Source: an optimization exercise on an open RTL-to-GDS flow (aim: small area, a short achievable clock period and few clock cycles). Production flows keep margins and buffers that such runs may drop. Where RTL was checked, it was by simulation tests only, not by an equivalence proof against the original. Only the layout flow was run in run 1; the RTL was not checked for function there. Power is estimated from default activity; no workload was simulated.

===== flow/run.sh =====
#!/bin/bash
# Standard layout; ports buffered with the smallest buffer, sizing free to change footprints
bash standard.sh BUFFER_PORTS_ARGS="-buffer_cell sky130_fd_sc_hd__buf_1" MATCH_CELL_FOOTPRINT=0 finish > standard.log 2>&1

===== standard.sh =====
#!/bin/bash
# synth_recipe.tcl (not shown) runs the flow's synth.tcl, then flattens the netlist and writes it again
# the make line also repeats each setting of config.mk as NAME=value (left out here)
make -C /OpenROAD-flow-scripts/flow DESIGN_CONFIG=/design/flow/config.mk WORK_HOME=/design/flow/orfs CLKGATE_MAP_FILE= SYNTH_SCRIPT=/design/flow/synth_recipe.tcl "${@:-finish}"

===== constraint.sdc =====
create_clock -name core_clock -period 4.5 [get_ports {i_clk}]
set_input_delay 0.9000 -clock core_clock [delete_from_list [all_inputs] [get_ports {i_clk}]]
set_output_delay 0.9000 -clock core_clock [all_outputs]
set_load 0.01 [all_outputs]

===== design.v =====
package ahb_pkg;
    typedef logic [1:0] trans_t;
    localparam trans_t HTRANS_IDLE   = 2'b00;
    localparam trans_t HTRANS_BUSY   = 2'b01;    
    localparam trans_t HTRANS_NONSEQ = 2'b10;    
    localparam trans_t HTRANS_SEQ    = 2'b11;
    typedef logic [2:0] burst_t;
    localparam burst_t HBURST_SINGLE = 3'b000;
    localparam burst_t HBURST_INCR   = 3'b001;   
    localparam burst_t HBURST_INCR4  = 3'b011;
    localparam burst_t HBURST_INCR8  = 3'b101;
    localparam burst_t HBURST_INCR16 = 3'b111;
    localparam int WORD_STEP = 4;
endpackage
package master_pkg;
    localparam int ADDR_W = 32;
    localparam int DATA_W = 32;
    localparam int LEN_W = 4;    
    typedef logic [ADDR_W-1:0] addr_t;
    typedef logic [DATA_W-1:0] data_t;
    typedef logic [LEN_W-1:0]  len_t;
endpackage
`timescale 1ns/1ps
module beat_fifo
(
    input  logic   i_clk,
    input  logic   i_reset_n,
    input  logic   i_load,
    input  logic   i_keep,
    input  master_pkg::data_t  i_data,
    input  logic   i_pop,
    output master_pkg::data_t  o_data,
    output logic   o_held
);
    master_pkg::data_t word_q;
    logic held_q;
    assign o_data = word_q;
    assign o_held = held_q;
    always_ff @(posedge i_clk) begin
        if (i_load) begin
            word_q <= i_data;
        end
    end
    always_ff @(posedge i_clk or negedge i_reset_n) begin
        if (!i_reset_n) begin
            held_q <= 1'b0;
        end else begin
            held_q <= i_keep || (held_q && !i_pop);
        end
    end
endmodule
`timescale 1ns/1ps
module ahb_txn_ctrl
(
    input  logic   i_clk,
    input  logic   i_reset_n,
    input  logic   i_req_valid,
    input  logic   i_req_read,
    input  master_pkg::addr_t  i_req_addr,
    input  master_pkg::len_t   i_req_len,
    output logic   o_req_ready,
    input  logic   i_wr_ok,                
    input  logic   i_rd_ok,                
    output logic   o_dp_wr,                
    output logic   o_dp_rd,                
    input  logic   i_hready,
    output logic   o_hsel,
    output master_pkg::addr_t  o_haddr,
    output ahb_pkg::trans_t o_htrans,
    output ahb_pkg::burst_t o_hburst,
    output logic   o_hwrite
);
    logic          ld_q, st_q, dpv_q, dpw_q, hwrite_q, shown_q;
    logic [2:0]    hburst_q;
    logic [3:0]    rem_q;
    logic [29:0]   haddr_q;
    logic can, active, samp, last, done, take;
    assign can    = shown_q || (hwrite_q ? i_wr_ok : i_rd_ok);
    assign active = ld_q && can;
    assign samp   = i_hready && active;
    assign last   = (rem_q == 4'd0);
    assign done   = samp && last;
    assign o_req_ready = !ld_q || done;
    assign take   = i_req_valid && o_req_ready;
    always_ff @(posedge i_clk or negedge i_reset_n) begin
        if (!i_reset_n) begin
            ld_q    <= 1'b0;
            st_q    <= 1'b0;
            dpv_q   <= 1'b0;
            dpw_q   <= 1'b0;
            shown_q <= 1'b0;
        end else begin
            ld_q    <= take || (ld_q && !done);
            st_q    <= !take && !done && (samp || st_q);
            shown_q <= active && !i_hready;
            if (i_hready) begin
                dpv_q <= samp;
                dpw_q <= hwrite_q;
            end
        end
    end
    always_ff @(posedge i_clk) begin
        if (take) begin
            haddr_q  <= i_req_addr[31:2];
            rem_q    <= i_req_len;
            hwrite_q <= !i_req_read;
            case (i_req_len)
                4'd0:    hburst_q <= ahb_pkg::HBURST_SINGLE;
                4'd3:    hburst_q <= ahb_pkg::HBURST_INCR4;
                4'd7:    hburst_q <= ahb_pkg::HBURST_INCR8;
                4'd15:   hburst_q <= ahb_pkg::HBURST_INCR16;
                default: hburst_q <= ahb_pkg::HBURST_INCR;
            endcase
        end else if (samp) begin
            haddr_q[7:0] <= haddr_q[7:0] + 8'd1;    
            rem_q        <= rem_q - 4'd1;
        end
    end
    assign o_dp_wr  = dpv_q && dpw_q;
    assign o_dp_rd  = dpv_q && !dpw_q;
    assign o_htrans = {active, st_q};
    assign o_hsel   = ld_q;
    assign o_haddr  = {haddr_q, 2'b00};
    assign o_hburst = hburst_q;
    assign o_hwrite = hwrite_q;
endmodule
`timescale 1ns/1ps
module ahb_master
(
    input  logic   i_clk,
    input  logic   i_reset_n,
    input  logic   i_req_valid,
    input  logic   i_req_read,
    input  master_pkg::addr_t  i_req_addr,
    input  master_pkg::len_t   i_req_len,
    output logic   o_req_ready,
    input  logic   i_wdata_valid,
    input  master_pkg::data_t  i_wdata,
    output logic   o_wdata_ready,
    output logic   o_rdata_valid,
    output master_pkg::data_t  o_rdata,
    input  logic   i_rdata_ready,
    output logic   o_hsel,
    output master_pkg::addr_t  o_haddr,
    output ahb_pkg::trans_t o_htrans,
    output ahb_pkg::burst_t o_hburst,
    output logic   o_hwrite,
    output master_pkg::data_t  o_hwdata,
    input  master_pkg::data_t  i_hrdata,
    input  logic   i_hready
);
    logic dp_wr, dp_rd;
    logic wr_held, wr_pop, wr_push;
    logic rd_held, rd_in, rd_take;
    logic wr_ok, rd_ok;
    master_pkg::data_t rd_word;
    assign wr_pop        = i_hready && dp_wr;
    assign o_wdata_ready = !wr_held || wr_pop;
    assign wr_push       = i_wdata_valid && o_wdata_ready;
    assign wr_ok         = wr_push || (wr_held && !dp_wr);
    assign rd_in         = i_hready && dp_rd;
    assign o_rdata_valid = rd_held || rd_in;
    assign o_rdata       = rd_held ? rd_word : i_hrdata;
    assign rd_take       = o_rdata_valid && i_rdata_ready;
    assign rd_ok         = (!rd_held && !dp_rd) || rd_take;
    beat_fifo u_wr_buf (
        .i_clk(i_clk), .i_reset_n(i_reset_n),
        .i_load(wr_push), .i_keep(wr_push), .i_data(i_wdata), .i_pop(wr_pop),
        .o_data(o_hwdata), .o_held(wr_held)
    );
    beat_fifo u_rd_buf (
        .i_clk(i_clk), .i_reset_n(i_reset_n),
        .i_load(!rd_held), .i_keep(rd_in && !i_rdata_ready), .i_data(i_hrdata), .i_pop(i_rdata_ready),
        .o_data(rd_word), .o_held(rd_held)
    );
    ahb_txn_ctrl u_ctrl (
        .i_clk(i_clk), .i_reset_n(i_reset_n),
        .i_req_valid(i_req_valid), .i_req_read(i_req_read),
        .i_req_addr(i_req_addr), .i_req_len(i_req_len), .o_req_ready(o_req_ready),
        .i_wr_ok(wr_ok), .i_rd_ok(rd_ok),
        .o_dp_wr(dp_wr), .o_dp_rd(dp_rd),
        .i_hready(i_hready),
        .o_hsel(o_hsel), .o_haddr(o_haddr), .o_htrans(o_htrans),
        .o_hburst(o_hburst), .o_hwrite(o_hwrite)
    );
endmodule

===== config.mk =====
export PLATFORM = sky130hd
export DESIGN_NAME = ahb_master
export DESIGN_NICKNAME = ahb_master
export VERILOG_FILES = /design/flow/design.v
export SDC_FILE = /design/flow/constraint.sdc
export NUM_CORES = 4
export LEC_CHECK = 0
export ABC_AREA = 1
export CAP_MARGIN = 20
export CORE_MARGIN = 2
export CORE_UTILIZATION = 40
export SETUP_SLACK_MARGIN = 1.8
export SLEW_MARGIN = 20

==> impl_metrics.ini, run 1 <==
[run_status]
outcome = finished clean

[yosys]
synth.most_common_cell = nand2_1
synth.distinct_cells = 28
ys_seq_area_share_pct = 74.22
synth_area_mm2 = 0.003931
yosys-top-cells-count = nand2_1, edfxtp_1, dfxtp_1, inv_1, nand3_1
synth_top_cells_by_area = edfxtp_1, dfxtp_1, nand2_1
ys_warn_count = 2
yosysTopAreaCell = edfxtp_1
synthCells = 333
ys.flop_type = edfxtp_1
avgSynthCellArea_um2 = 11.81
ys_seq_elements = 109
synth_top_area_share_pct = 53.47
synth-async-reset-ratio_pct = 6.422
synth_edf_count = 70

[place]
port_buffers = 208
globalplace.congestion = 0.7413
post-dp-hpwl_um = 6379
placedCellCount = 662

[floorplanning]
floorplan.initialDensity_pct = 40.78
ios = 213
die_y_um = 103.1
rows = 36
core-area_mm2 = 0.009639
die_area_mm2 = 0.01064
die_x_um = 103.1

[critical_path]
critPathSlowestCell = buf_6
reg2regPathDepth = 11
rr_startpoint = u_rd_buf.held_q
reg2reg_to = u_ctrl.haddr_q[21]
crit_arrival_ps = 1700
crit_path_start_kind = input pin
endpoint_kind = output pin
critPathRequiredTime_ps = 3600
worstSetupPathType = in -> out
rrSetupSlack_ps = 2150
slowest_delay_ps = 110
critPathMostFrequentCell = nand2_2
critPathMaxFanout = 8
crit_chain = buf_6, inv_2, nand2_2, nand3_2, nand2_2, nand2_2, nand2_2, nand4_4, nand2_4, buf_6

[sta]
drv_slew = 0
hold_viol_final = 0
max-slew-margin-rel_pct = 58.09
rsz0062_at_grt = no
fmax_ghz = 0.3839
tightestPinTransition_ps = 627.7
tns_ps = 0
post-route-period-util_pct = 57.88
fin_skew_ps = 13.74
setup_violations = 0
min_period_ps = 2605

[min_path]
hold_path_class = in -> async

[power_and_ir_drop]
p_leak_uw = 0.002039
vdd_drop_max_v = 0.0002107
power_uw = 2105
powerDensity_mw_per_mm2 = 411.3

[grt]
grt_usage_pct = 15.63
grt_antenna_before_repair = 0
overflow = 0
grt_pass1_vias = 2781
grt_max_degree = 36
grt_pass1_wl_um = 12610

[route]
drcViolationCount = 0
antenna_left = 0
vias = 2986
drt_first_pass_iters = 4
wirelength_um = 8722
wl_per_cell_um = 12.81
drt_iter0_drc = 94
avgViaCountPerCell = 4.385

[final_layout]
utilization_pct = 53.09
finalNetCount = 653
drive_gt1_share_pct = 6.934
antenna_cells = 0
syn_to_final_growth_pct = 30.17
instances_no_fill = 681

[clocking]
clk_pin_slew_ps = 110
insertion_delay_ps = 370
cts_tree = done
numCtsBuffers = 9
clockBufferDepth = 2
clock-sinks = 109
htree_levels = 3
cts_root_buf = clkbuf_8

[flow_run]
maxCapViolCount = 0
## where the power goes
group          switching (µW)  leakage, µW  internal (µW)
clock network             347    0.0000965            214
registers                41.1     0.000987           1170
logic                     209     0.000956            122
total                     598      0.00204           1510
## flip-flops by register name, summed over array words and instances, names as in the netlist
register	count
u_ctrl.rem_q	4
u_ctrl.hburst_q	3
u_ctrl.st_q	1
u_ctrl.haddr_q	30
u_wr_buf.held_q	1
u_rd_buf.word_q	32
u_ctrl.dpv_q	1
u_ctrl.shown_q	1
u_ctrl.dpw_q	1
u_ctrl.hwrite_q	1
u_wr_buf.word_q	32
u_ctrl.ld_q	1
u_rd_buf.held_q	1
## layout make-up
class | count | area [µm²]
clock buffer | 9 | 123.9
sequential | 109 | 2919
multi-input combinational | 191 | 883.3
timing repair buffer | 212 | 857.1
tap | 133 | 166.4
inverter | 20 | 101.3
clock inverter | 7 | 66.31
fill | 933 | 4522
## cells by family (layout without fill, tap and decap cells)
logic type	count (synthesis)	in the layout	synth area share [%]
xor+xnor	8	8	1.782
compound gates	8	8	1.082
buf+inv	34	248	4.042
flops	109	109	74.22
fa+ha+maj	3	3	0.9549
simple gates	170	170	17.82
other cells	1	2	0.09539
## critical path: cells and delay by family
family                 cells  cell delay (ps)
AND/OR/NAND/NOR            7              530
buffers and inverters      3              260
## metal layers
| layer | wire, µm | global-route usage [%] |
|---|---|---|
| met3 | 808 | 5.220 |
| met2 | 4380 | 27.12 |
| met4 | 169 | 7.287 |
| met5 | 0 | 0 |
| met1 | 3364 | 17.30 |
## layout by cell type (no fill, tap or decap), types with 2 or more instances in the layout
cell type	n
buf_1	205
nand2_1	136
edfxtp_1	70
dfxtp_1	32
nand3_1	17
inv_1	16
clkbuf_8	9
xor2_1	6
dfrtp_1	6
nor2_1	5
a21oi_1	4
nand2_2	4
inv_2	3
ha_1	3
nand2_4	2
xnor2_1	2
nor3_1	2
o21ai_0	2
conb_1	2
clkinv_4	2
inv_6	2
buf_6	2
buf_4	2
## through the flow
step / instance area (µm²) / hold WS, ps / setup slack [ps]
after global placement: 4806 / 431.5 / 1525
after global routing: 5117 / 433.7 / 1803
after CTS: 5035 / 407.1 / 1810
after detailed placement: 4806 / 436.8 / 1474
final: 5117 / 417.7 / 1895
after floorplan: 3935 / 483.6 / 2029
## how the worst max path moves through the flow
stage / slack (ps) / endpoint / start / depth (start not counted)
2_1_floorplan: 2030 / o_req_ready / i_hready / 9
3_3_place_gp: 1530 / o_req_ready / i_hready / 10
3_5_place_dp: 1470 / o_req_ready / i_hready / 10
4_1_cts: 1810 / o_req_ready / u_rd_buf.held_q / 9
5_1_grt: 1800 / o_req_ready / u_rd_buf.held_q / 9
6_report: 1900 / o_req_ready / i_hready / 10
## what timing repair did
item / CTS / global route
pin swaps: 1 / 3
endpoints found under the setup margin: 72 / 2
hold buffers: 0 / 0
gates resized for setup: 14 / 13
setup buffers: 1 / 1
cloned: 0 / 1
==> inputs of run 2 (changes only) <==
--- a/design.v
+++ b/design.v
@@ -165,7 +165,7 @@
     assign rd_ok         = (!rd_held && !dp_rd) || rd_take;
     beat_fifo u_wr_buf (
         .i_clk(i_clk), .i_reset_n(i_reset_n),
-        .i_load(wr_push), .i_keep(wr_push), .i_data(i_wdata), .i_pop(wr_pop),
+        .i_load(o_wdata_ready), .i_keep(wr_push), .i_data(i_wdata), .i_pop(wr_pop),
         .o_data(o_hwdata), .o_held(wr_held)
     );
     beat_fifo u_rd_buf (
==> run.sh (new file) <==
#!/bin/bash
# synth_recipe.tcl (not shown) runs the flow's synth.tcl, then flattens the netlist and writes it again
# the make line also repeats each setting of config.mk as NAME=value (left out here)
make -C /OpenROAD-flow-scripts/flow DESIGN_CONFIG=/design/flow/config.mk WORK_HOME=/design/flow/orfs CLKGATE_MAP_FILE= SYNTH_SCRIPT=/design/flow/synth_recipe.tcl finish
removed: flow/run.sh
removed: standard.sh
==> run 2 against run 1 <==
  * Final area rose by 24%
  * Highest routed layer unchanged
  * Non-clock buffer count stayed put
  * Still clean on timing, DRC and antenna
  * Clock power rose by 5.7%
  * Routed wire length increased by 12%
  * Clock skew increased by 2.2 ps
==> impl_metrics.ini, run 2 <==
[run_status]
outcome = finished clean

[clocking]
cts_tree = done
htree_levels = 3
insertion_delay_ps = 370
clock-sinks = 109
clk_pin_slew_ps = 110
numCtsBuffers = 9
clockBufferDepth = 2
cts_root_buf = clkbuf_8

[yosys]
yosys-mux-area-fraction_pct = 0
yosysTopAreaCell = edfxtp_1
avgSynthCellArea_um2 = 11.81
ys_seq_area_share_pct = 74.43
synth_top_family_by_area = simple AND/OR/NAND/NOR gates
synth_edf_count = 70
synthCells = 332
yosys-top-cells-count = nand2_1, edfxtp_1, dfxtp_1, inv_1, nand3_1
post_synth_xor_area_fraction_pct = 1.787
synth_fa_ha_area_share_pct = 0.9575
synth-compound-area-share_pct = 0.8937
synth_top_cells_by_area = edfxtp_1, dfxtp_1, nand2_1
synth.distinct_cells = 24
synth-async-reset-ratio_pct = 6.422
synth.most_common_cell = nand2_1
ys_seq_elements = 109
synth_top_area_share_pct = 53.62
ys_warn_count = 2
synth_area_mm2 = 0.003920
synthSimpleGateAreaFrac_pct = 17.87
ys.flop_type = edfxtp_1

[critical_path]
critPathMaxFanout = 2
reg2regPathDepth = 11
critical_path.top_delay_family = buffers and inverters
cp_num_buf_inv = 2
crit_arrival_ps = 1770
worstSetupPathType = in -> out
reg2reg_to = u_ctrl.rem_q[2]
crit_chain = clkdlybuf4s50_1, nand2_1, nand2_1, dlygate4sd2_1
rrSetupSlack_ps = 2110
slowest_delay_ps = 460
rr_startpoint = u_rd_buf.held_q
critPathMostFrequentCell = nand2_1
critPathSlowestCell = clkdlybuf4s50_1
endpoint_kind = output pin
critPathRequiredTime_ps = 3600
crit_path_start_kind = input pin

[place]
globalplace.congestion = 0.7597
port_buffers = 208
post-dp-hpwl_um = 7326
placedCellCount = 662

[final_layout]
finalNetCount = 652
antenna_cells = 0
drive_gt1_share_pct = 6.033
top_regs = u_rd_buf.word_q: 32 flops, u_wr_buf.word_q: 32 flops, u_ctrl.haddr_q: 30 flops
utilization_pct = 65.71
instances_no_fill = 680
final_common_cell = clkdlybuf4s50_1
final_cell_mix = clkdlybuf4s50_1, nand2_1, edfxtp_1
syn_to_final_growth_pct = 61.57
fill_cells = 831

[min_path]
hold_path_class = reg -> reg
worstHoldStart = u_rd_buf.word_q[3]
min_to = u_rd_buf.word_q[3]
hold_path_depth = 2

[sta]
post-route-period-util_pct = 59.42
drv_slew = 0
min_period_ps = 2674
fmax_ghz = 0.3740
tightestPinTransition_ps = 579.2
setup_violations = 0
max-slew-margin-rel_pct = 61.29
hold_viol_final = 0
tns_ps = 0
rsz0062_at_grt = yes
fin_skew_ps = 15.96

[route]
vias = 2980
wl_per_cell_um = 14.33
drcViolationCount = 0
wirelength_um = 9746
drt_iter0_drc = 64
avgViaCountPerCell = 4.382
drt_first_pass_iters = 4
antenna_left = 0

[power_and_ir_drop]
powerDensity_mw_per_mm2 = 349.3
vdd_drop_max_v = 0.0001710
p_leak_uw = 0.002632

[floorplanning]
rows = 36
floorplan.initialDensity_pct = 40.67
ios = 213
core-area_mm2 = 0.009639
die_area_mm2 = 0.01061
die_x_um = 103.0
die_y_um = 103.0

[grt]
grt_antenna_before_repair = 0
grt_pass1_vias = 2882
overflow = 0
grt_max_degree = 36
grt_usage_pct = 17.73
grt_pass1_wl_um = 14120

[flow_run]
maxCapViolCount = 0
run 2: metal layers:
| metal | part of all wire, % | vias to the layer above | global-route usage, % |
|---|---|---|---|
| li1 | - | 1495 | - |
| met1 | 39 | 1341 | 20.04 |
| met2 | 50 | 134 | 30.62 |
| met3 | 10 | 10 | 6.576 |
| met4 | 1.4 | 0 | 6.680 |
| met5 | 0 | - | 0 |
run 2: final cells by class:
type                    instances  area [µm²]  area share (%)
repair buffers                212        2086           32.93
well taps                     133       166.4           2.627
clock inverters                 6       71.32           1.126
inverters                      19       86.33           1.363
clock buffers                  10       127.6           2.015
flip-flops and latches        109        2918           46.07
multi-input cells             191       878.3           13.87
run 2: report_power, final:
group | total (µW) | switching (µW) | leakage, µW | internal [µW]
registers | 1200 | 34.9 | 0.000993 | 1160
clock network | 594 | 333 | 0.0000931 | 262
logic | 420 | 193 | 0.00155 | 227
run 2: cells by family after synthesis:
kind of cell               after synthesis
and+or+nand+nor                        171
DFF                                    109
xor gates and xnor gates                 8
buffers and inverters                   33
adders and majority gates                3
AOI/OAI and AO/OA                        7
other                                    1
run 2: how the worst max path moves through the flow:
stage / from / endpoint / slack, ps / cells after the start
floorplan: i_hready / o_wdata_ready / 1970 / 2
finish: i_hrdata[8] / o_rdata[8] / 1830 / 4
detailed placement: i_hready / o_req_ready / 750 / 10
CTS: u_ctrl.rem_q[0] / o_req_ready / 1760 / 6
global placement: i_hready / o_req_ready / 760 / 10
global route: i_hready / o_req_ready / 1790 / 10
run 2: per-stage QoR:
step           hold slack [ps]  setup slack, ps  instance area (µm²)  power (µW)
4_1_cts                  460.1             1762                 6295        2234
6_report                 457.3             1826                 6334        2213
3_5_place_dp             435.7            754.8                 6115        1656
5_1_grt                  474.4             1785                 6334        2321
2_1_floorplan            483.6             1973                 3935        1390
3_3_place_gp             433.3            759.4                 6115        1648
run 2: worst min-delay path, delay by kind of cell, from the launching register on:
| family | cells | cell delay [ps] |
|---|---|---|
| flip-flops | 1 | 320 |
| AND/OR/NAND/NOR | 2 | 110 |
run 2: repair_timing:
| action | in CTS | in global routing |
|---|---|---|
| hold buffers | 0 | 0 |
| setup endpoints to repair | 74 | 28 |
| pin swaps | 3 | 0 |
| setup buffers | 2 | 0 |
| gates resized for setup | 57 | 23 |
Testbench counts of run 2, summed over its fixed seeds: cycles 15,561.
==> inputs of run 3 (changes only) <==
--- a/config.mk
+++ b/config.mk
@@ -9,5 +9,5 @@
 export CAP_MARGIN = 20
 export CORE_MARGIN = 2
 export CORE_UTILIZATION = 40
-export SETUP_SLACK_MARGIN = 1.8
+export SETUP_SLACK_MARGIN = 2.2
 export SLEW_MARGIN = 20
==> run 3 against run 2 <==
  * Still clean
  * Fmax rose by 4.0%
  * First-iteration DRC count rose by 78%
  * Clock skew fell by 3.7 ps
  * Cell count rose by 17%
  * Combinational power rose by 44%
  * Total power rose by 6.5%
  * Flip-flop and latch count did not move
  * Non-clock buffer count rose by 110
  * Critical path type unchanged
==> impl_metrics.ini, run 3 <==
[run_status]
outcome = finished clean

[sta]
hold-worst-slack_ps = 451.4
setup_violations = 0
tightestPinTransition_ps = 594.6
rsz0062_at_grt = yes
fmax_ghz = 0.3890
drv_slew = 0
max-slew-margin-rel_pct = 60.29
tns_ps = 0
min_period_ps = 2570
post-route-period-util_pct = 57.12
hold_viol_final = 0
fin_skew_ps = 12.29

[place]
placed_cell_area_mm2 = 0.006150
port_buffers = 208
post-dp-hpwl_um = 7135
globalplace.congestion = 0.7333
placedCellCount = 663

[yosys]
avgSynthCellArea_um2 = 11.81
yosys-top-cells-count = nand2_1, edfxtp_1, dfxtp_1, inv_1, nand3_1
synthCells = 332
yosysTopAreaCell = edfxtp_1
ys_seq_area_share_pct = 74.43
ys.flop_type = edfxtp_1
synth_edf_count = 70
synth_top_cells_by_area = edfxtp_1, dfxtp_1, nand2_1
ys_warn_count = 2
synth.distinct_cells = 24
synth-async-reset-ratio_pct = 6.422
synth_top_area_share_pct = 53.62
ys_seq_elements = 109
synth.most_common_cell = nand2_1
synth_area_mm2 = 0.003920

[clocking]
insertion_delay_ps = 360
htree_levels = 3
hold_buffers = 0
clock-sinks = 109
clk_pin_slew_ps = 110
numCtsBuffers = 9
cts_root_buf = clkbuf_8
cts_tree = done
clockBufferDepth = 2

[final_layout]
stdcell_area_mm2 = 0.007221
top_regs = u_rd_buf.word_q: 32 flops, u_wr_buf.word_q: 32 flops, u_ctrl.haddr_q: 30 flops
finalNetCount = 763
syn_to_final_growth_pct = 84.20
drive_gt1_share_pct = 31.00
instances_no_fill = 795
final_common_cell = clkdlybuf4s50_1
final_cell_mix = clkdlybuf4s50_1, nand2_1, buf_4

[route]
avgViaCountPerCell = 4.512
wl_met1_um = 4463
vias = 3587
met2_length_um = 5964
wirelength_um = 12200
highest_layer = met4
dr_wl_met3_um = 1270
wl_per_cell_um = 15.35
drt_first_pass_iters = 4
drt_iter0_drc = 114
antenna_left = 0
drcViolationCount = 0

[grt]
grt_antenna_before_repair = 3
grt_pass1_vias = 3542
grt_pass1_wl_um = 16800
grt_max_degree = 36
overflow = 0
grt_usage_pct = 20.85

[critical_path]
rr_startpoint = u_rd_buf.held_q
critPathRequiredTime_ps = 3600
endpoint_kind = output pin
crit_path_start_kind = input pin
crit_chain = buf_12, inv_12, nand2_2, nand2_1, nand2_1, nand2_1, nand3_2, nand4_4, nand2_8, buf_6
worstSetupPathType = in -> out
critPathMaxFanout = 4
worstSetupStartpoint = i_hready
critPathSlowestCell = buf_12
critPathMostFrequentCell = nand2_1
slowest_delay_ps = 120
crit_arrival_ps = 1670

[floorplanning]
ios = 213
floorplan.initialDensity_pct = 40.67
die_y_um = 103.0
rows = 36
die_area_mm2 = 0.01061
core-area_mm2 = 0.009639
die_x_um = 103.0

[power_and_ir_drop]
seqPwrFrac_pct = 51.0
vdd_drop_max_v = 0.0002342
internal-power_uw = 1721
switching_share_pct = 26.96
power_switching_uw = 635.3
pwr-share-clk_pct = 23.3
p_leak_uw = 0.003233
p_comb_share_pct = 25.7
powerDensity_mw_per_mm2 = 326.4

[min_path]
worstHoldStart = u_rd_buf.word_q[16]
hold_path_class = reg -> reg

[flow_run]
maxCapViolCount = 0
[run 3: kinds of logic (layout without fill, tap and decap cells)]
group	Yosys count	count (layout)	share of synthesized area (%)
AO/OA/AOI/OAI	7	7	0.8936
XOR/XNOR	8	8	1.787
adder cells (fa/ha/maj)	3	3	0.9577
buffers and inverters	33	358	3.958
flip-flops	109	109	74.43
other	1	6	0.09566
AND/OR/NAND/NOR	171	171	17.87
[run 3: cell type report]
type,instances,area (µm²)
repair buffers,322,2878
diodes,4,10.01
clock buffers,9,123.9
repair inverters,1,16.27
fillers,682,2419
clock inverters,7,51.30
inverters,19,98.84
multi-input cells,191,955.9
flip-flops and latches,109,2920
well taps,133,166.4
[run 3: final timing paths]
path	endpoint	slack, ps	cells after the start
max	o_req_ready	1930	10
min	u_rd_buf.word_q[16]	450	2
max reg2reg	u_rd_buf.word_q[4]	1990	16
min reg2reg	u_rd_buf.word_q[16]	450	2
max in group asynchronous	u_ctrl.ld_q	3400	1
min in group asynchronous	u_wr_buf.held_q	810	1
[run 3: metrics by stage]
step                total power [µW]  utilization (%)  setup WS [ps]
floorplan                       1394                -           2055
global placement                1653            63.80          762.7
detailed placement              1661            63.80          756.7
CTS                             2321            73.57           1937
global route                    2457            74.88           1855
finish                          2357            74.91           1930
[run 3: layer usage]
layer | up-vias | GRT usage [%]
met4 | 0 | 8.806
met2 | 176 | 36.01
li1 | 1720 | -
met1 | 1651 | 22.72
met3 | 40 | 8.407
met5 | - | 0
[run 3: worst max-delay path: cells and delay by family]
kind	cells	cell delay (ps)
buffers and inverters	3	280
AND/OR/NAND/NOR	7	490
[run 3: what timing repair did]
action / 4_1_cts / 5_1_grt
resized for setup: 232 / 20
cloned: 1 / 1
buffers inserted: 104 / 6
setup endpoints to repair: 87 / 71
pin swaps: 38 / 3
[run 3: power groups by stage]
stage | combinational, µW | sequential, µW | clock (µW)
floorplan | 160 | 1230 | 0
global placement | 436 | 1220 | 0
detailed placement | 440 | 1220 | 0
CTS | 569 | 1200 | 552
global route | 650 | 1210 | 597
finish | 606 | 1200 | 549
==> inputs of run 4 (changes only) <==
==> flow/run.sh (new file) <==
#!/bin/bash
# Standard layout; ports buffered with the smallest buffer, sizing free to change footprints
bash standard.sh BUFFER_PORTS_ARGS="-buffer_cell sky130_fd_sc_hd__buf_1" MATCH_CELL_FOOTPRINT=0 RECOVER_POWER=30 finish > standard.log 2>&1
==> standard.sh (new file) <==
#!/bin/bash
# synth_recipe.tcl (not shown) runs the flow's synth.tcl, then flattens the netlist and writes it again
# the make line also repeats each setting of config.mk as NAME=value (left out here)
make -C /OpenROAD-flow-scripts/flow DESIGN_CONFIG=/design/flow/config.mk WORK_HOME=/design/flow/orfs CLKGATE_MAP_FILE= SYNTH_SCRIPT=/design/flow/synth_recipe.tcl "${@:-finish}"
--- a/config.mk
+++ b/config.mk
@@ -9,5 +9,5 @@
 export CAP_MARGIN = 20
 export CORE_MARGIN = 2
 export CORE_UTILIZATION = 40
-export SETUP_SLACK_MARGIN = 2.2
+export SETUP_SLACK_MARGIN = 1.8
 export SLEW_MARGIN = 20
removed: run.sh
==> run 4 against run 3 <==
  * Largest cell class unchanged
  * Critical endpoint unchanged
  * Die area did not move
  * Total power fell by 10%
  * Combinational power fell by 52%
  * Area after synthesis did not move
  * Clock-buffer cell count rose by 2
  * Sequential power barely moved
  * Global-route usage fell by 5.7 points
  * Final area fell by 29%
  * Critical path depth did not move
  * Cell count fell by 15%
  * Flip-flop and latch count did not move
  * Routed wire length fell by 30%
==> impl_metrics.ini, run 4 <==
[run_status]
outcome = finished clean

[critical_path]
slowest_delay_ps = 350
critPathSlowestCell = clkbuf_1
critical_path.top_delay_family = buffers and inverters
endpoint_kind = output pin
cp_num_buf_inv = 3
reg2regPathDepth = 11
crit_path_start_kind = input pin
worstSetupPathType = in -> out
critPathMaxFanout = 8
critPathRequiredTime_ps = 3600
critPathMostFrequentCell = nand2_1
worst-path-stages = 10
crit_chain = clkbuf_1, inv_4, nand2_1, nand2_1, nand2_1, nand2_1, nand3_2, nand4_4, nand2_4, clkbuf_2
crit_arrival_ps = 1990

[route]
vias = 2960
wl_per_cell_um = 12.66
wl_met1_um = 3508
drt_iter0_drc = 55
dr_wl_met3_um = 752
drcViolationCount = 0
avgViaCountPerCell = 4.359
drt_first_pass_iters = 4
antenna_left = 0
met2_length_um = 4205
highest_layer = met4
wirelength_um = 8598

[yosys]
yosys-mux-area-fraction_pct = 0
post_synth_xor_area_fraction_pct = 1.787
synth_area_mm2 = 0.003920
synthCells = 332
ys.flop_type = edfxtp_1
yosys-top-cells-count = nand2_1, edfxtp_1, dfxtp_1, inv_1, nand3_1
yosysTopAreaCell = edfxtp_1
synth_edf_count = 70
synth-async-reset-ratio_pct = 6.422
synth_top_area_share_pct = 53.62
synth.most_common_cell = nand2_1
ys_warn_count = 2
ys_seq_area_share_pct = 74.43
synth-compound-area-share_pct = 0.8937
synth.distinct_cells = 24
synth_top_family_by_area = simple AND/OR/NAND/NOR gates
synth_top_cells_by_area = edfxtp_1, dfxtp_1, nand2_1
synth_fa_ha_area_share_pct = 0.9575
ys_seq_elements = 109
synthSimpleGateAreaFrac_pct = 17.87
avgSynthCellArea_um2 = 11.81

[grt]
overflow = 0
grt_max_degree = 36
grt_usage_pct = 15.19
grt_antenna_before_repair = 0
grt_pass1_wl_um = 12350
grt_pass1_vias = 2752

[floorplanning]
floorplan.initialDensity_pct = 40.67
die_x_um = 103.0
ios = 213
core-area_mm2 = 0.009639
die_area_mm2 = 0.01061
rows = 36
die_y_um = 103.0

[final_layout]
final_common_cell = buf_1
instances_no_fill = 679
finalNetCount = 651
fill_cells = 929
final_cell_mix = buf_1, nand2_1, edfxtp_1
top_regs = u_rd_buf.word_q: 32 flops, u_wr_buf.word_q: 32 flops, u_ctrl.haddr_q: 30 flops
syn_to_final_growth_pct = 30.04
stdcell_area_mm2 = 0.005097
antenna_cells = 0
drive_gt1_share_pct = 5.495

[power_and_ir_drop]
vdd_drop_max_v = 0.0001433
p_leak_uw = 0.002038
powerDensity_mw_per_mm2 = 416.1

[place]
globalplace.congestion = 0.7778
placed_cell_area_mm2 = 0.004813
placedCellCount = 662
place_ws_ps = 1464
port_buffers = 208
post-dp-hpwl_um = 6243

[clocking]
htree_levels = 3
insertion_delay_ps = 360
numCtsBuffers = 9
cts_root_buf = clkbuf_8
cts_tree = done
clk_pin_slew_ps = 100
clock-sinks = 109
clockBufferDepth = 2
hold_buffers = 0

[sta]
max-slew-margin-rel_pct = 55.65
hold_viol_final = 0
tns_ps = 0
post-route-period-util_pct = 64.27
setup_violations = 0
rsz0062_at_grt = no
min_period_ps = 2892
drv_slew = 0
fin_skew_ps = 13.03
tightestPinTransition_ps = 665.2
setup_slack_ps = 1608
fmax_ghz = 0.3458

[min_path]
hold_path_class = in -> async

[flow_run]
maxCapViolCount = 0
## run 4: cells by family after synthesis
| group | Yosys count |
|---|---|
| AND/OR/NAND/NOR | 171 |
| buffers and inverters | 33 |
| XOR/XNOR | 8 |
| adder cells (fa/ha/maj) | 3 |
| flip-flops | 109 |
| other | 1 |
| AO/OA/AOI/OAI | 7 |
## run 4: worst register-to-register path, cell delays in order (launching register included)
cell	delay, ps
dfrtp_1	410
buf_12	180
inv_12	150
nand2_1	80
nand2_1	60
nand2_1	50
nand3_2	90
nand4_4	90
nand2_4	110
buf_4	200
nand2_4	150
nand2_1	510
## run 4: worst paths after layout
| path | from | end | slack, ps |
|---|---|---|---|
| max in group asynchronous | i_reset_n | u_ctrl.dpv_q | 3770 |
| setup / recovery | i_hready | o_req_ready | 1610 |
| min in group core_clock | u_rd_buf.word_q[0] | u_rd_buf.word_q[0] | 460 |
| hold reg to reg | u_rd_buf.word_q[0] | u_rd_buf.word_q[0] | 460 |
| setup reg to reg | u_rd_buf.held_q | u_ctrl.rem_q[2] | 2070 |
| hold / removal | i_reset_n | u_ctrl.st_q | 430 |
## run 4: timing repair
item | in CTS | in global routing
gates resized for setup | 15 | 8
endpoints found under the setup margin | 73 | 3
buffers inserted | 1 | 0
pin swaps | 1 | 0
## run 4: report_power, final
part	switching [µW]	total [µW]	internal, µW
clock	330	629	299
sequential	36.4	1200	1160
combinational	188	292	104
## run 4: layout make-up
class / count / area (µm²) / area share [%]
tap: 133 / 166.4 / 3.265
inverter: 19 / 86.33 / 1.694
clock buffer: 11 / 152.6 / 2.995
sequential: 109 / 2918 / 57.24
clock inverter: 5 / 67.56 / 1.325
multi-input combinational: 191 / 884.6 / 17.35
timing repair buffer: 211 / 822.0 / 16.13
## run 4: stage by stage
| stage | hold slack [ps] | util (%) | power [µW] |
|---|---|---|---|
| 2_1_floorplan | 483.6 | - | 1390 |
| 3_3_place_gp | 430.7 | 49.94 | 1498 |
| 3_5_place_dp | 433.8 | 49.94 | 1505 |
| 4_1_cts | 436.5 | 52.69 | 2141 |
| 5_1_grt | 453.4 | 52.88 | 2228 |
| 6_report | 429.5 | 52.88 | 2121 |
## run 4: metal layers
metal	up-vias	GRT usage, %
met5	-	0
met4	0	6.781
met3	10	4.339
met2	137	26.02
met1	1321	17.73
li1	1492	-
==> inputs of run 5 (changes only) <==
==> flow/run.sh (replaced) <==
#!/bin/bash
# Standard layout; ports buffered with the smallest buffer, sizing free to change footprints
bash standard.sh BUFFER_PORTS_ARGS="-buffer_cell sky130_fd_sc_hd__buf_1" MATCH_CELL_FOOTPRINT=0 RECOVER_POWER=100 finish > standard.log 2>&1
==> run 5 against run 4 <==
  * Total power down 0.33%
  * Via count about the same
  * Final area down 0.81%
  * Critical path depth up 2
  * Core utilization down 0.43 points
==> impl_metrics.ini, run 5 <==
[yosys]
synth.most_common_cell = nand2_1
synth_edf_count = 70
synth_top_cells_by_area = edfxtp_1, dfxtp_1, nand2_1
ys_seq_elements = 109
synth-async-reset-ratio_pct = 6.422
synthCells = 332
synth_area_mm2 = 0.003920
synth.distinct_cells = 24
ys.flop_type = edfxtp_1
ys_seq_area_share_pct = 74.43
yosys-top-cells-count = nand2_1, edfxtp_1, dfxtp_1, inv_1, nand3_1
avgSynthCellArea_um2 = 11.81
yosysTopAreaCell = edfxtp_1
ys_warn_count = 2
synth_top_area_share_pct = 53.62

[clocking]
htree_levels = 3
numCtsBuffers = 9
cts_root_buf = clkbuf_8
clk_pin_slew_ps = 100
cts_tree = done
insertion_delay_ps = 360
clock-sinks = 109
clockBufferDepth = 2

[grt]
grt_pass1_wl_um = 12350
grt_pass1_vias = 2752
grt_usage_pct = 15.19
grt_max_degree = 36
grt_antenna_before_repair = 0
overflow = 0

[critical_path]
endpoint_kind = flip-flop
critPathMostFrequentCell = nand2_1
slowest_delay_ps = 510
critPathSlowestCell = nand2_1
rrSetupSlack_ps = 1600
crit_arrival_ps = 3270
worstSetupPathType = in -> reg
critPathRequiredTime_ps = 4500
crit_chain = clkbuf_1, clkinvlp_2, nand2_1, nand2_1, nand2_1, nand2_1, nand3_1, nand4_1, nand2_4, clkbuf_1, nand2_4, nand2_1
cp_num_buf_inv = 3
critical_path.top_delay_family = simple AND/OR/NAND/NOR gates
critPathMaxFanout = 14
rr_startpoint = u_rd_buf.held_q
worstSetupStartpoint = i_hready
crit_path_start_kind = input pin

[route]
vias = 2959
drt_first_pass_iters = 4
wl_per_cell_um = 12.67
drcViolationCount = 0
avgViaCountPerCell = 4.358
wirelength_um = 8606
antenna_left = 0
drt_iter0_drc = 56

[run_status]
outcome = finished clean

[final_layout]
final_cell_mix = buf_1, nand2_1, edfxtp_1
multi_input_area_um2 = 850.8
utilization_pct = 52.45
final_common_cell = buf_1
antenna_cells = 0
finalNetCount = 651
top_regs = u_rd_buf.word_q: 32 flops, u_wr_buf.word_q: 32 flops, u_ctrl.haddr_q: 30 flops
fill_cells = 937
stdcell_area_mm2 = 0.005056
drive_gt1_share_pct = 4.212
regArea_mm2 = 0.002918
syn_to_final_growth_pct = 28.98

[floorplanning]
die_x_um = 103.0
die_y_um = 103.0
floorplan.initialDensity_pct = 40.67
rows = 36
die_area_mm2 = 0.01061
core-area_mm2 = 0.009639
ios = 213

[power_and_ir_drop]
vdd_drop_max_v = 0.0001433
switching_share_pct = 26.10
seqPwrFrac_pct = 56.7
power_switching_uw = 551.7
p_comb_share_pct = 13.5
power_uw = 2114
p_leak_uw = 0.002014
internal-power_uw = 1562
powerDensity_mw_per_mm2 = 418.1
pwr-share-clk_pct = 29.7

[sta]
max-slew-margin-rel_pct = 55.39
fmax_ghz = 0.3062
drv_slew = 0
tns_ps = 0
post-route-period-util_pct = 72.58
tightestPinTransition_ps = 669.2
setup_violations = 0
fin_skew_ps = 12.29
rsz0062_at_grt = no
hold_viol_final = 0
min_period_ps = 3266

[place]
post-dp-hpwl_um = 6243
placed_cell_area_mm2 = 0.004813
globalplace.congestion = 0.7778
port_buffers = 208

[min_path]
hold_path_class = in -> async

[flow_run]
maxCapViolCount = 0
## run 5: cells by family after synthesis
family | after synthesis | share of synthesized area (%)
AND/OR/NAND/NOR | 171 | 17.87
flip-flops | 109 | 74.43
buffers and inverters | 33 | 3.958
XOR/XNOR | 8 | 1.787
AO/OA/AOI/OAI | 7 | 0.8936
adder cells (fa/ha/maj) | 3 | 0.9577
other | 1 | 0.09566
## run 5: layout make-up
class / instances / area share, %
sequential: 109 / 57.71
multi-input combinational: 191 / 16.83
clock buffer: 11 / 3.019
inverter: 19 / 1.683
timing repair buffer: 211 / 16.13
clock inverter: 5 / 1.336
tap: 133 / 3.291
## run 5: per-layer routing
layer  routed length (µm)  global-route usage [%]  vias up
li1                     -                       -     1492
met1                 3513                   17.73     1320
met2                 4207                   26.02      137
met3                  752                   4.339       10
met4                  131                   6.781        0
met5                    0                       0        -
## run 5: what timing repair did
item                       in CTS  in global routing
pin swaps                       1                  0
gates resized for setup        15                  8
hold buffers                    0                  0
buffers inserted                1                  0
setup endpoints to repair      73                  3
## run 5: per-stage QoR
stage               setup WS [ps]  std cells  hold WS [ps]
global placement             1490        662         430.7
global route                955.1        679         453.4
finish                       1234        679         430.3
floorplan                    1973        333         483.6
detailed placement           1464        662         433.8
CTS                          1801        679         436.5
## run 5: worst paths after layout
kind	endpoint	depth (start not counted)
setup / recovery	u_ctrl.rem_q[2]	12
hold / removal	u_ctrl.st_q	1
setup reg to reg	u_ctrl.rem_q[2]	11
hold reg to reg	u_rd_buf.word_q[0]	2
max in group asynchronous	u_ctrl.dpv_q	1
min in group core_clock	u_rd_buf.word_q[0]	2
## run 5: power groups by stage
stage	logic (µW)	clock network, µW	registers [µW]
3_3_place_gp	280	0	1220
6_report	286	629	1200
5_1_grt	329	682	1210
2_1_floorplan	156	0	1230
4_1_cts	293	649	1200
3_5_place_dp	284	0	1220

-- afterwards: timing with drivers on the ports --
In the flow no input, the clock included, has a driving cell. The finished layouts below were timed again as built, in two steps. Step 1 sets driving cells, clkbuf_16 on the clock port and buf_2 on the other inputs (assumed; they add their load-dependent delay and slew). Step 2, shift: input delay + t, output delay - t, t = (earliest + latest rising clock arrival at the registers) / 2. This alone moves slack from input paths to output paths. Slacks: ideal / step 1 / step 2; pairs: ideal / step 1.
run	shift t [ns]	setup slack, ns	clock arrival spread, ns	worst slew at a driven data input, ns
run 1	0.394	1.895 / 1.839 / 1.689	0.017 / 0.017	0.06
run 2	0.394	1.826 / 1.790 / 1.657	0.017 / 0.017	0.05
run 3	0.380	1.930 / 1.861 / 1.611	0.016 / 0.015	0.09
run 4	0.385	1.608 / 1.564 / 1.374	0.016 / 0.017	0.04
run 5	0.385	1.234 / 1.221 / 0.836	0.016 / 0.016	0.04
After both steps every run listed still meets setup and hold. For run 5, which loses most, drivers alone change the setup slack by -0.013 ns; drivers and shift together by -0.398 ns.
